Source: an optimization exercise on an open RTL-to-GDS flow (aim: small area and a short achievable clock period). Production flows keep margins and buffers that such runs may drop. RTL that was checked went through simulation tests only; none was proved equivalent to the original. No activity file was given, so power comes from the tool's default toggle rates.

## the previous run
==> module batch_dispatcher, before the edit <==
module batch_dispatcher #(
   parameter int MAX_DEPENDENCIES = 256,
   parameter int MAX_BATCH_SIZE   = 8,
   parameter int SLOT_W           = 3,
   parameter int WATCHDOG_CYCLES  = 1024
) (
   input  logic                        clk,
   input  logic                        rst,
   input  logic                        s_axis_tvalid,
   output logic                        s_axis_tready,
   input  logic [63:0]                 s_axis_tdata_owner_programID,
   input  logic [MAX_DEPENDENCIES-1:0] s_axis_tdata_read_dependencies,
   input  logic [MAX_DEPENDENCIES-1:0] s_axis_tdata_write_dependencies,
   input  logic                        batch_end,
   output logic                        d_valid,
   input  logic                        d_ready,
   output logic [63:0]                 d_programID,
   output logic [SLOT_W-1:0]           d_slot,
   input  logic                        done_valid,
   input  logic [SLOT_W-1:0]           done_slot,
   output logic [MAX_DEPENDENCIES-1:0] batch_read_mask,
   output logic [MAX_DEPENDENCIES-1:0] batch_write_mask,
   output logic                        batch_retired,
   output logic                        completion_error,
   output logic                        watchdog_timeout,
   output logic [15:0]                 batches_retired,
   output logic [15:0]                 txns_dispatched
);
   if (MAX_BATCH_SIZE < 2 || MAX_BATCH_SIZE != (1 << SLOT_W) || WATCHDOG_CYCLES < 2)
   begin : g_param_check
      $error("batch_dispatcher: inconsistent parameters");
   end
   localparam int WD_W = $clog2(WATCHDOG_CYCLES);
   localparam int NB   = MAX_BATCH_SIZE;
   typedef enum logic [1:0] {
      PH_COLLECT  = 2'd0,
      PH_DISPATCH = 2'd1,
      PH_WAIT     = 2'd2,
      PH_RETIRE   = 2'd3
   } phase_t;
   phase_t                      ph;
   logic                        o_tready_n, o_dvalid, o_retired;
   logic [SLOT_W-1:0]           cnt;
   logic [SLOT_W-1:0]           dptr;
   logic [NB-1:0]               nsel;
   logic [NB-1:0]               outst;
   logic [63:0]                 id_buf [NB];
   logic [63:0]                 dpid;
   logic [MAX_DEPENDENCIES-1:0] rd_mask;
   logic [MAX_DEPENDENCIES-1:0] wr_mask;
   logic [15:0]                 batches_q;
   logic [15:0]                 txns_q;
   logic                        error_q;
   logic [WD_W-1:0]             wd_cnt;
   logic                        wd_timeout_q;
   logic          in_collect, in_dispatch, in_wait, in_retire;
   logic [NB-1:0] cur;
   logic          is_last;
   logic          beat_accept;
   logic          close_batch;
   logic          dispatch_fire;
   logic          last_dispatch;
   logic [NB-1:0] done_dec;
   logic [NB-1:0] only_one;
   logic          done_legal;
   logic          all_done_next;
   logic          wd_fire;
   logic          to_retire;
   logic [63:0]   rdata;
   logic          ld_in, ld_buf, ld_hold;
   assign in_collect  = (ph == PH_COLLECT);
   assign in_dispatch = (ph == PH_DISPATCH);
   assign in_wait     = (ph == PH_WAIT);
   assign in_retire   = (ph == PH_RETIRE);
   assign cur     = {nsel[0], nsel[NB-1:1]};
   assign is_last = (dptr == cnt);
   assign beat_accept   = s_axis_tvalid && in_collect;
   assign close_batch   = in_collect &&
                          ((batch_end && (cnt != '0 || s_axis_tvalid)) ||
                           (s_axis_tvalid && cnt == SLOT_W'(NB - 1)));
   assign dispatch_fire = in_dispatch && d_ready;
   assign last_dispatch = dispatch_fire && is_last;
   always_comb begin
      done_dec = '0;
      done_dec[done_slot] = done_valid;
   end
   always_comb begin
      for (int i = 0; i < NB; i++)
         only_one[i] = (outst == NB'(1 << i));
   end
   assign done_legal    = done_valid && outst[done_slot] && !in_retire;
   assign all_done_next = done_valid && only_one[done_slot];
   assign wd_fire       = in_wait && !done_legal &&
                          (wd_cnt == WD_W'(WATCHDOG_CYCLES - 1));
   assign to_retire     = in_wait && (all_done_next || wd_fire);
   always_comb begin
      rdata = '0;
      for (int i = 0; i < NB; i++)
         rdata = rdata | ({64{nsel[i]}} & id_buf[i]);
   end
   assign ld_in   = close_batch && (cnt == '0);
   assign ld_buf  = (close_batch && (cnt != '0)) || (dispatch_fire && !is_last);
   assign ld_hold = in_dispatch && !d_ready;
   always_ff @(posedge clk or posedge rst) begin
      if (rst) begin
         ph           <= PH_COLLECT;
         o_tready_n   <= 1'b0;
         o_dvalid     <= 1'b0;
         o_retired    <= 1'b0;
         cnt          <= '0;
         dptr         <= '0;
         nsel         <= NB'(1);
         outst        <= '0;
         dpid         <= '0;
         batches_q    <= '0;
         txns_q       <= '0;
         error_q      <= 1'b0;
         wd_cnt       <= '0;
         wd_timeout_q <= 1'b0;
      end else begin
         if (done_valid && !done_legal) error_q <= 1'b1;
         if (wd_fire) wd_timeout_q <= 1'b1;
         if (close_batch) begin
            ph       <= PH_DISPATCH;
            o_tready_n <= 1'b1;
            o_dvalid <= 1'b1;
            nsel     <= NB'(2);
         end
         if (last_dispatch) begin
            ph       <= PH_WAIT;
            o_dvalid <= 1'b0;
         end
         if (to_retire) begin
            ph        <= PH_RETIRE;
            o_retired <= 1'b1;
         end
         if (in_retire) begin
            ph        <= PH_COLLECT;
            o_retired <= 1'b0;
            o_tready_n <= 1'b0;
            batches_q <= batches_q + 16'd1;
         end
         if (in_collect) begin
            if (close_batch) begin
               if (!s_axis_tvalid) cnt <= cnt - SLOT_W'(1);
            end else if (s_axis_tvalid) begin
               cnt <= cnt + SLOT_W'(1);
            end
         end else if (in_retire) begin
            cnt <= '0;
         end
         if (dispatch_fire) begin
            dptr   <= is_last ? '0 : dptr + SLOT_W'(1);
            nsel   <= is_last ? NB'(1) : {nsel[NB-2:0], nsel[NB-1]};
            txns_q <= txns_q + 16'd1;
         end
         if (in_retire) begin
            outst <= '0;
         end else begin
            outst <= (outst & ~done_dec) | (cur & {NB{dispatch_fire}});
         end
         if (last_dispatch || (in_wait && done_legal)) begin
            wd_cnt <= WD_W'(1);
         end else if (in_wait) begin
            wd_cnt <= wd_cnt + WD_W'(1);
         end
         dpid <= ({64{ld_buf}}  & rdata) |
                 ({64{ld_in}}   & s_axis_tdata_owner_programID) |
                 ({64{ld_hold}} & dpid);
      end
   end
   always_ff @(posedge clk or posedge rst) begin
      if (rst) begin
         rd_mask <= '0;
         wr_mask <= '0;
      end else if (in_retire) begin
         rd_mask <= '0;
         wr_mask <= '0;
      end else if (beat_accept) begin
         rd_mask <= rd_mask | s_axis_tdata_read_dependencies;
         wr_mask <= wr_mask | s_axis_tdata_write_dependencies;
      end
   end
   always_ff @(posedge clk) begin
      if (in_collect) begin
         id_buf[cnt] <= s_axis_tdata_owner_programID;
      end
   end
   assign s_axis_tready    = !o_tready_n;
   assign d_valid          = o_dvalid;
   assign d_slot           = dptr;
   assign d_programID      = dpid;
   assign batch_read_mask  = rd_mask;
   assign batch_write_mask = wr_mask;
   assign batch_retired    = o_retired;
   assign completion_error = error_q;
   assign watchdog_timeout = wd_timeout_q;
   assign batches_retired  = batches_q;
   assign txns_dispatched  = txns_q;
endmodule
==> flow/config.mk <==
export PLATFORM = sky130hd
export DESIGN_NAME = batch_dispatcher
export DESIGN_NICKNAME = batch_dispatcher
export VERILOG_FILES = /design/flow/design.v
export SDC_FILE = /design/flow/constraint.sdc
export NUM_CORES = 4
export LEC_CHECK = 0
export CAP_MARGIN = 20
export CORE_AREA = 10 10 470 470
export CTS_BUF_LIST = sky130_fd_sc_hd__clkbuf_8 sky130_fd_sc_hd__clkbuf_16
export CTS_CLUSTER_DIAMETER = 80
export CTS_CLUSTER_SIZE = 25
export DIE_AREA = 0 0 480 480
export SETUP_SLACK_MARGIN = 1.3
export SLEW_MARGIN = 20
==> flow/constraint.sdc <==
create_clock -name core_clock -period 3.6 [get_ports {clk}]
set_input_delay 0.7200 -clock core_clock [delete_from_list [all_inputs] [get_ports {clk}]]
set_output_delay 0.7200 -clock core_clock [all_outputs]
set_load 0.01 [all_outputs]
standard.sh (not shown) runs the stock make flow with config.mk's settings and CLKGATE_MAP_FILE= SYNTH_SCRIPT=/design/flow/synth_recipe.tcl, a recipe that flattens the netlist after the stock synthesis.
==> flow/flow/run.sh <==
#!/bin/bash
set -euo pipefail
bash standard.sh "BUFFER_PORTS_ARGS=-buffer_cell sky130_fd_sc_hd__buf_1" finish > standard.log 2>&1
#### Input delta (the current run over the previous run)
diff --git a/flow/design.v b/flow/design.v
--- a/flow/design.v
+++ b/flow/design.v
@@ -61,7 +61,6 @@
    logic          dispatch_fire;
    logic          last_dispatch;
    logic [NB-1:0] done_dec;
-   logic [NB-1:0] only_one;
    logic          done_legal;
    logic          all_done_next;
    logic          wd_fire;
@@ -84,13 +83,9 @@
       done_dec = '0;
       done_dec[done_slot] = done_valid;
    end
-   always_comb begin
-      for (int i = 0; i < NB; i++)
-         only_one[i] = (outst == NB'(1 << i));
-   end
-   assign done_legal    = done_valid && outst[done_slot] && !in_retire;
-   assign all_done_next = done_valid && only_one[done_slot];
-   assign wd_fire       = in_wait && !done_legal &&
+   assign done_legal    = |(done_dec & outst);
+   assign all_done_next = ((outst & ~done_dec) == '0);
+   assign wd_fire       = in_wait && !all_done_next && !done_legal &&
                           (wd_cnt == WD_W'(WATCHDOG_CYCLES - 1));
    assign to_retire     = in_wait && (all_done_next || wd_fire);
    always_comb begin
@@ -154,7 +149,7 @@
             nsel   <= is_last ? NB'(1) : {nsel[NB-2:0], nsel[NB-1]};
             txns_q <= txns_q + 16'd1;
          end
-         if (in_retire) begin
+         if (wd_fire) begin
             outst <= '0;
          end else begin
             outst <= (outst & ~done_dec) | (cur & {NB{dispatch_fire}});
The current run vs the previous run, instance count: the current run higher
Every stage of the flow completed for the current run, and the final layout passed the timing, DRC and antenna checks.
Changes observed in the current run relative to the previous run: first-iteration DRC count higher, switching power fell 0.00014 W.
| area after synthesis | the current run vs the previous run | worse |
Power density over the cells on the current run is down relative to the previous run.
From the previous run to the current run the numbers moved as follows: register share of the cell area did not really move, wire length after detailed routing went up, maximum fanout along the worst path did not really move, detailed-router iteration count before antenna repair went up, number of distinct library cell variants in the gate-level netlist after synthesis went up.
Compared with the previous run, the router placed more vias in the current run.
Status: cell area after layout parity (the previous run, the current run)
For the previous run, only the layout was checked, not whether the RTL still works.


Another version of the RTL of batch_dispatcher (not shown whole).
Size in the first run: ~3100 cells after synthesis, roughly 1200 flip-flops, ~1200 I/O pins, ~42000 µm² of cells after synthesis.
clock: 3.6 ns
lec_check: 0
cap_margin: 20
core_area: 10 10 470 470
cts_buf_list: sky130_fd_sc_hd__clkbuf_8 sky130_fd_sc_hd__clkbuf_16
cts_cluster_diameter: 80
cts_cluster_size: 25
die_area: 0 0 480 480
setup_slack_margin: 1.45
slew_margin: 20
==> flow/flow/run.sh <==
#!/bin/bash
set -euo pipefail
bash standard.sh "BUFFER_PORTS_ARGS=-buffer_cell sky130_fd_sc_hd__buf_1" \
  "PRE_IO_PLACEMENT_TCL=$PWD/flow/pins.tcl" finish > standard.log 2>&1
==> flow/flow/pins.tcl <==
# Keep each input bit's pin next to the output pin of the same bit.
for {set i 0} {$i < 256} {incr i} {
  set_io_pin_constraint -group -order -pin_names [list "s_axis_tdata_read_dependencies\[$i\]" "batch_read_mask\[$i\]"]
  set_io_pin_constraint -group -order -pin_names [list "s_axis_tdata_write_dependencies\[$i\]" "batch_write_mask\[$i\]"]
}
for {set i 0} {$i < 64} {incr i} {
  set_io_pin_constraint -group -order -pin_names [list "s_axis_tdata_owner_programID\[$i\]" "d_programID\[$i\]"]
}
Then changed:
--- a/flow/design.v
+++ b/flow/design.v
@@ -38,22 +38,18 @@
       PH_WAIT     = 2'd2,
       PH_RETIRE   = 2'd3
    } phase_t;
    phase_t                      ph;
    logic                        rt_q;
    logic                        o_tready_n, o_dvalid, o_retired;
    logic [SLOT_W-1:0]           cnt;
    logic                        cnt_z, cnt_f, last_q;
-   logic [NB-1:0]               nsel_next, wsel_next;
    logic [SLOT_W-1:0]           dptr;
    logic [NB-1:0]               nsel;
-   logic [NB-1:0]               wsel;
-   logic [NB-1:0]               wq, nq;
-   logic                        cnt_nz;
    logic [NB-1:0]               outst;
    logic [63:0]                 id_buf [NB];
    logic [63:0]                 dpid;
    logic [MAX_DEPENDENCIES-1:0] rd_mask;
    logic [MAX_DEPENDENCIES-1:0] wr_mask;
    logic [15:0]                 batches_q;
    logic [15:0]                 txns_q;
    logic                        error_q;
@@ -73,19 +69,16 @@
    logic          wd_fire;
    logic          to_retire;
    logic [63:0]   rdata;
    logic          ld_in, ld_buf, ld_hold;
    assign in_collect  = (ph == PH_COLLECT);
    assign in_dispatch = (ph == PH_DISPATCH);
    assign in_wait     = (ph == PH_WAIT);
    assign in_retire   = rt_q;
-   assign nsel    = nq ^ NB'(1);
-   assign wsel    = wq ^ NB'(1);
-   assign cnt_z   = !cnt_nz;
    assign cur     = {nsel[0], nsel[NB-1:1]};
    assign is_last = last_q;
    assign beat_accept   = s_axis_tvalid && in_collect;
    assign close_batch   = in_collect &&
                           ((batch_end && (!cnt_z || s_axis_tvalid)) ||
                            (s_axis_tvalid && cnt_f));
    assign dispatch_fire = in_dispatch && d_ready;
    assign last_dispatch = dispatch_fire && is_last;
@@ -105,54 +98,45 @@
    always_comb begin
       rdata = '0;
       for (int i = 0; i < NB; i++)
          rdata = rdata | ({64{nsel[i]}} & id_buf[i]);
    end
    assign ld_in   = close_batch && cnt_z;
    assign ld_buf  = (close_batch && !cnt_z) || (dispatch_fire && !is_last);
    assign ld_hold = in_dispatch && !d_ready;
-   always_comb begin
-      nsel_next = nsel;
-      if (close_batch) nsel_next = NB'(2);
-      if (dispatch_fire) nsel_next = is_last ? NB'(1) : {nsel[NB-2:0], nsel[NB-1]};
-      wsel_next = wsel;
-      if (close_batch) wsel_next = '0;
-      else if (beat_accept) wsel_next = {wsel[NB-2:0], wsel[NB-1]};
-      if (in_retire) wsel_next = NB'(1);
-   end
    always_ff @(posedge clk or posedge rst) begin
       if (rst) begin
          ph           <= PH_COLLECT;
          rt_q         <= 1'b0;
          o_tready_n   <= 1'b0;
          o_dvalid     <= 1'b0;
          o_retired    <= 1'b0;
          cnt          <= '0;
-         cnt_nz       <= 1'b0;
+         cnt_z        <= 1'b1;
          cnt_f        <= 1'b0;
          last_q       <= 1'b0;
          dptr         <= '0;
-         nq           <= '0;
-         wq           <= '0;
+         nsel         <= NB'(1);
          outst        <= '0;
          dpid         <= '0;
          batches_q    <= '0;
          txns_q       <= '0;
          error_q      <= 1'b0;
          wd_cnt       <= '0;
          wd_timeout_q <= 1'b0;
       end else begin
          if (done_valid && !done_legal) error_q <= 1'b1;
          if (wd_fire) wd_timeout_q <= 1'b1;
          rt_q <= to_retire;
          if (close_batch) begin
             ph       <= PH_DISPATCH;
             o_tready_n <= 1'b1;
             o_dvalid <= 1'b1;
+            nsel     <= NB'(2);
          end
          if (last_dispatch) begin
             ph       <= PH_WAIT;
             o_dvalid <= 1'b0;
          end
          if (to_retire) begin
             ph        <= PH_RETIRE;
             o_retired <= 1'b1;
@@ -164,43 +148,42 @@
             batches_q <= batches_q + 16'd1;
          end
          if (in_collect) begin
             if (close_batch) begin
                if (!s_axis_tvalid) cnt <= cnt - SLOT_W'(1);
                last_q <= s_axis_tvalid ? cnt_z : (cnt == SLOT_W'(1));
             end else if (s_axis_tvalid) begin
                cnt   <= cnt + SLOT_W'(1);
-               cnt_nz <= 1'b1;
+               cnt_z <= 1'b0;
                cnt_f <= (cnt == SLOT_W'(NB - 2));
             end
          end else if (in_retire) begin
             cnt   <= '0;
-            cnt_nz <= 1'b0;
+            cnt_z <= 1'b1;
             cnt_f <= 1'b0;
          end
          if (dispatch_fire) begin
             last_q <= !is_last && (dptr + SLOT_W'(1) == cnt);
          end
          if (dispatch_fire) begin
             dptr   <= is_last ? '0 : dptr + SLOT_W'(1);
+            nsel   <= is_last ? NB'(1) : {nsel[NB-2:0], nsel[NB-1]};
             txns_q <= txns_q + 16'd1;
          end
          if (in_retire) begin
             outst <= '0;
          end else begin
             outst <= (outst & ~done_dec) | (cur & {NB{dispatch_fire}});
          end
          if (last_dispatch || (in_wait && done_legal)) begin
             wd_cnt <= WD_W'(1);
          end else if (in_wait) begin
             wd_cnt <= wd_cnt + WD_W'(1);
          end
-         nq <= nsel_next ^ NB'(1);
-         wq <= wsel_next ^ NB'(1);
          dpid <= ({64{ld_buf}}  & rdata) |
                  ({64{ld_in}}   & s_axis_tdata_owner_programID) |
                  ({64{ld_hold}} & dpid);
       end
    end
    always_ff @(posedge clk or posedge rst) begin
       if (rst) begin
          rd_mask <= '0;
@@ -209,18 +192,19 @@
          rd_mask <= '0;
          wr_mask <= '0;
       end else if (beat_accept) begin
          rd_mask <= rd_mask | s_axis_tdata_read_dependencies;
          wr_mask <= wr_mask | s_axis_tdata_write_dependencies;
       end
    end
    always_ff @(posedge clk) begin
-      for (int i = 0; i < NB; i++)
-         if (wsel[i]) id_buf[i] <= s_axis_tdata_owner_programID;
+      if (in_collect) begin
+         id_buf[cnt] <= s_axis_tdata_owner_programID;
+      end
    end
    assign s_axis_tready    = !o_tready_n;
    assign d_valid          = o_dvalid;
    assign d_slot           = dptr;
    assign d_programID      = dpid;
    assign batch_read_mask  = rd_mask;
    assign batch_write_mask = wr_mask;
    assign batch_retired    = o_retired;
The new run produced a clean layout.
Register-to-register slack gets better by 20 ps.
Worst setup slack gets better by 22 ps.
Routed wire length falls by 0.82%.
Global-route usage is about the same.
First-iteration DRC count rises by about 8%.
Final area rises by about 0.9%.
Sequential power rises by 36%.
Clock-buffer cell count falls by 6.
Synthesized area rises by about 0.8%.
Final cell count rises by 1.1%.
Maximum frequency rises by 1.1%.
Sequential cell count falls by 8.
Power rises by 59%.
Worst hold slack gets worse by 130 ps.
Only the layout flow was run in the first run of this note; the RTL was not checked for function there.

static timing again, ports no longer ideal:
The results above use ideal ports. As a check the final layouts listed here were re-extracted and re-timed, cells and wires unchanged. Step 1 (the two cells are an assumption about what drives the block):
set clk [get_ports {clk}]
set_driving_cell -lib_cell sky130_fd_sc_hd__clkbuf_16 $clk
set_driving_cell -lib_cell sky130_fd_sc_hd__buf_2 [delete_from_list [all_inputs] $clk]
Step 2 also shifts input and output timing later by t, the mid clock arrival at the registers, as if the neighbouring blocks saw the same clock. Slacks: ideal ports / drivers / drivers and shift; pairs: ideal ports / drivers.
| run | t, ns | slack for setup (ns) | worst hold slack (ns) | worst setup path at the end |
|---|---|---|---|---|
| the previous run | 0.797 | 1.373 / 1.302 / 0.749 | 0.128 / 0.087 / 0.476 | input to register |
| the current run | 0.759 | 1.359 / 1.297 / 0.685 | 0.092 / 0.064 / 0.475 | input to register |
| the first run of note 2 | 0.767 | 1.494 / 1.458 / 0.816 | 0.227 / 0.176 / 0.470 | input to register |
| the second run of note 2 | 0.823 | 1.516 / 1.429 / 1.017 | 0.095 / 0.060 / 0.463 | input to register |
After both steps every run listed still meets setup and hold. The setup slack of the first run of note 2, which loses most, moves by -0.036 ns with the drivers and by -0.678 ns with both steps.
